Background: an optimization exercise with open tools, aiming at small area. Do not read the settings as production practice. The RTL was checked by simulation tests, not by an equivalence proof against the original design. Power and IR drop assume default switching activity.

==> flow/design.v <==
`default_nettype none
module rotate_points_about_centroid_core #(
  parameter int MaxVertices = 64
) (
  input  wire logic               clk,
  input  wire logic               rst,
  input  wire logic               cfg_we,
  input  wire logic               cfg_idx,
  input  wire logic [15:0]        cfg_data,
  input  wire logic               in_valid,
  output logic                    in_stall,
  input  wire logic signed [15:0] x_in,
  input  wire logic signed [15:0] y_in,
  input  wire logic               last_in,
  output logic                    out_valid,
  input  wire logic               out_stall,
  output logic signed [21:0]      x_out,
  output logic signed [21:0]      y_out,
  output logic                    last_out,
  output logic                    overflow
);
  typedef enum logic [3:0] {
    S_LOAD0, S_LOAD, S_SUMW, S_SUM, S_CHK, S_DIV, S_STORE, S_WAIT, S_RUN
  } st_t;
  st_t               st;
  logic [63:0][31:0] ring;
  logic [5:0]        ph;
  logic [6:0]        cnt;
  logic              dropped;
  logic [15:0]       cos_r, sin_r;
  logic [33:0]       P;
  logic [15:0]       mx, my;
  logic              sx, sy;
  logic [21:0]       y_q;
  logic              axis, neg, r, ov;
  logic full, acc, wr;
  assign full = cnt[6];
  always_comb begin
    in_stall = 1'b1;
    if (st == S_LOAD0) in_stall = 1'b0;
    else if (st == S_LOAD) in_stall = !(full || ph == cnt[5:0]);
  end
  assign acc = in_valid && !in_stall;
  assign wr = acc && (st == S_LOAD0 || !full);
  logic start, skip;
  assign start = (st == S_WAIT) && !ov && (ph == 6'd2);
  assign skip = (st == S_STORE) && axis;
  always_ff @(posedge clk) begin
    ring <= {ring[62:0], wr ? {y_in, x_in} : ring[63]};
    if (st == S_LOAD0 && acc) ph <= 6'd1;
    else ph <= ph + {4'd0, skip, !start && !skip};
  end
  always_ff @(posedge clk) begin
    if (rst) begin
      cos_r <= 16'sd16384;
      sin_r <= '0;
    end else if (cfg_we) begin
      if (cfg_idx) sin_r <= cfg_data;
      else cos_r <= cfg_data;
    end
  end
  logic [3:0]  t;
  logic [1:0]  u;
  logic [15:0] xtap, ytap;
  assign t = ph[5:2];
  assign u = ph[1:0];
  for (genvar k = 0; k < 16; k++) begin : g_tap
    assign xtap[k] = ring[4*k+1][15-k];
    assign ytap[k] = ring[4*k+2][31-k];
  end
  logic xb, yb, cxb, cyb, cdb, top;
  assign top = (t == 4'd0);
  assign xb = xtap[t];
  assign yb = ytap[t];
  assign cxb = mx[4'd15 - t] ^ sx;
  assign cyb = my[4'd15 - t] ^ sy;
  assign cdb = r ? cxb : cyb;
  logic [15:0] src;
  logic [11:0] dsub;
  logic        inv, cin, shl, padd;
  logic [33:0] sum, opv;
  assign opv = {{18{src[15]}}, src} ^ {34{inv}};
  assign sum = (shl ? {P[32:0], 1'b0} : P) + {opv[33:22] | dsub, opv[21:0]} + 34'(cin);
  logic ge;
  assign ge = P[27:21] >= cnt;
  logic [23:0] q24;
  logic [21:0] satq;
  assign q24 = P[33:10];
  assign satq = (q24[23:21] == 3'b000 || q24[23:21] == 3'b111) ? q24[21:0]
              : {q24[23], {21{~q24[23]}}};
  logic svalid;
  assign svalid = {1'b0, ph} < cnt;
  always_comb begin
    src = '0;
    inv = 1'b0;
    cin = 1'b0;
    shl = 1'b0;
    padd = 1'b0;
    dsub = '0;
    if (st == S_DIV) begin
      shl = 1'b1;
      padd = 1'b1;
      if (ge) begin
        dsub = -{5'd0, cnt};
        src = 16'd1;
      end
    end else if (st == S_SUM) begin
      src = axis ? ring[63][31:16] : ring[63][15:0];
      inv = neg;
      padd = svalid;
    end else if (st == S_RUN) begin
      unique case (u)
        2'd1: begin
          src = {1'b0, cdb, 13'd0, (t == 4'd6)};
          shl = 1'b1;
          padd = !top;
        end
        2'd2: begin
          src = r ? cos_r : sin_r;
          padd = 1'b1;
          if (xb == cxb) src = '0;
          else begin
            inv = ~xb ^ top;
            cin = inv;
          end
        end
        2'd3: begin
          src = r ? sin_r : cos_r;
          padd = 1'b1;
          if (yb == cyb) src = '0;
          else begin
            inv = ~yb ^ top ^ r;
            cin = inv;
          end
        end
        default: ;
      endcase
    end
  end
  logic pload, pbit;
  always_comb begin
    pload = 1'b0;
    pbit = 1'b0;
    if (st == S_LOAD0 || st == S_LOAD || st == S_STORE) pload = 1'b1;
    else if (st == S_CHK) pload = P[33];
    else if (start) begin
      pload = 1'b1;
      pbit = my[15] ^ sy;
    end else if (st == S_RUN && !r && ph == 6'd1) begin
      pload = 1'b1;
      pbit = mx[15] ^ sx;
    end
  end
  always_ff @(posedge clk) begin
    if (pload) P <= {{20{pbit}}, 14'd0};
    else if (padd) P <= sum;
  end
  always_ff @(posedge clk) begin
    if (st == S_RUN && !r && ph == 6'd1) y_q <= satq;
  end
  always_ff @(posedge clk) begin
    if (rst) begin
      st <= S_LOAD0;
      ov <= 1'b0;
    end else begin
      unique case (st)
        S_LOAD0: begin
          if (acc) begin
            cnt <= 7'd1;
            dropped <= 1'b0;
            axis <= 1'b0;
            neg <= 1'b0;
            st <= last_in ? S_SUMW : S_LOAD;
          end
        end
        S_LOAD: begin
          if (acc) begin
            if (full) dropped <= 1'b1;
            else cnt <= cnt + 7'd1;
            if (last_in) st <= S_SUMW;
          end
        end
        S_SUMW: if (ph == 6'd63) st <= S_SUM;
        S_SUM: if (ph == 6'd63) st <= S_CHK;
        S_CHK: begin
          if (!neg && P[33]) begin
            neg <= 1'b1;
            st <= S_SUMW;
          end else begin
            if (axis) sy <= neg && !P[33];
            else sx <= neg && !P[33];
            st <= S_DIV;
          end
        end
        S_DIV: if (ph == 6'd22) st <= S_STORE;
        S_STORE: begin
          neg <= 1'b0;
          axis <= 1'b1;
          if (!axis) begin
            mx <= P[15:0];
            st <= S_SUMW;
          end else begin
            my <= P[15:0];
            st <= S_WAIT;
          end
        end
        S_WAIT: begin
          if (ov) begin
            if (!out_stall) begin
              ov <= 1'b0;
              cnt <= cnt - 7'd1;
              if (cnt == 7'd1) st <= S_LOAD0;
            end
          end else if (start) begin
            r <= 1'b0;
            st <= S_RUN;
          end
        end
        S_RUN: begin
          if (ph == 6'd1) r <= 1'b1;
          if (r && ph == 6'd63) begin
            ov <= 1'b1;
            st <= S_WAIT;
          end
        end
        default: st <= S_LOAD0;
      endcase
    end
  end
  assign out_valid = ov;
  assign x_out = satq;
  assign y_out = y_q;
  assign last_out = (cnt == 7'd1);
  assign overflow = dropped;
endmodule
`default_nettype wire
==> flow/config.mk <==
export PLATFORM = sky130hd
export DESIGN_NAME = rotate_points_about_centroid_core
export DESIGN_NICKNAME = rotate_points_about_centroid_core
export VERILOG_FILES = /design/flow/design.v
export SDC_FILE = /design/flow/constraint.sdc
export NUM_CORES = 4
export LEC_CHECK = 0
export CAP_MARGIN = 20
export CORE_MARGIN = 2
export CORE_UTILIZATION = 40
export SLEW_MARGIN = 20
==> flow/constraint.sdc <==
create_clock -name core_clock -period 12.0 [get_ports {clk}]
set_input_delay 2.4000 -clock core_clock [delete_from_list [all_inputs] [get_ports {clk}]]
set_output_delay 2.4000 -clock core_clock [all_outputs]
set_load 0.01 [all_outputs]
standard.sh (not shown) runs the stock make flow with config.mk's settings and CLKGATE_MAP_FILE= SYNTH_SCRIPT=/design/flow/synth_recipe.tcl, a recipe that flattens the netlist after the stock synthesis.
==> flow/flow/run.sh <==
#!/bin/bash
# Standard ORFS layout (the standard.sh), with two changes to how the layout is made:
#  - clock tree synthesis without dummy loads, from clkbuf_8 buffers in larger clusters;
#  - port buffers made of buf_1 cells.
set -euo pipefail
export CTS_ARGS="-sink_clustering_enable -repair_clock_nets -dont_use_dummy_load -buf_list sky130_fd_sc_hd__clkbuf_8"
export BUFFER_PORTS_ARGS="-buffer_cell sky130_fd_sc_hd__buf_1"
bash standard.sh > standard.log 2>&1
Rerun with:
--- a/flow/flow/run.sh
+++ b/flow/flow/run.sh
@@ -6 +6 @@
-export CTS_ARGS="-sink_clustering_enable -repair_clock_nets -dont_use_dummy_load -buf_list sky130_fd_sc_hd__clkbuf_8"
+export CTS_ARGS="-sink_clustering_enable -repair_clock_nets -dont_use_dummy_load -buf_list sky130_fd_sc_hd__clkbuf_8 -sink_clustering_size 20 -sink_clustering_max_diameter 50"
CORE_UTILIZATION = 60   (was 40)
Outcome: Utilization came out higher by 19 points. Area after synthesis does not change. Wire length falls by 0.83%. Power went down by 12%.
Rerun with:
--- a/flow/flow/run.sh
+++ b/flow/flow/run.sh
@@ -6 +6 @@
-export CTS_ARGS="-sink_clustering_enable -repair_clock_nets -dont_use_dummy_load -buf_list sky130_fd_sc_hd__clkbuf_8 -sink_clustering_size 20 -sink_clustering_max_diameter 50"
+export CTS_ARGS="-sink_clustering_enable -repair_clock_nets -dont_use_dummy_load -buf_list sky130_fd_sc_hd__clkbuf_8 -sink_clustering_size 20 -sink_clustering_max_diameter 40"
CORE_UTILIZATION = 70   (was 60)
After rerunning: Worst setup slack barely changes; register-to-register slack is about the same; final area is about the same; via count rose by 3.9%; utilization rose by 11 points.

[static timing again, ports no longer ideal]
No port has a modelled driver above. Below, the same layouts with a new extraction and two added sets of constraints. Step 1 sets driving cells, clkbuf_16 on the clock port and buf_2 on the other inputs (assumed; they add their load-dependent delay and slew). Step 2 moves the port delays by t, midway between the first and last clock arrival at a register: inputs arrive t later, outputs are due t later. That takes back most of the time a late clock gives input paths. Three values: ideal, step 1, step 2; two values: the first two.
| run | shift t [ns] | setup WS [ns] | slew at the worst register clock pin (ns) | worst data-port slew with drivers (ns) | cell pins on the clock port's net |
|---|---|---|---|---|---|
| the first run | 0.972 | 4.951 / 4.951 / 4.951 | 0.07 / 0.07 | 0.22 | 1 |
| the second run | 0.809 | 4.809 / 4.809 / 4.809 | 0.11 / 0.11 | 0.14 | 1 |
| the third run | 0.812 | 4.810 / 4.810 / 4.810 | 0.12 / 0.12 | 0.13 | 1 |
After both steps setup and hold are still met in every run listed.
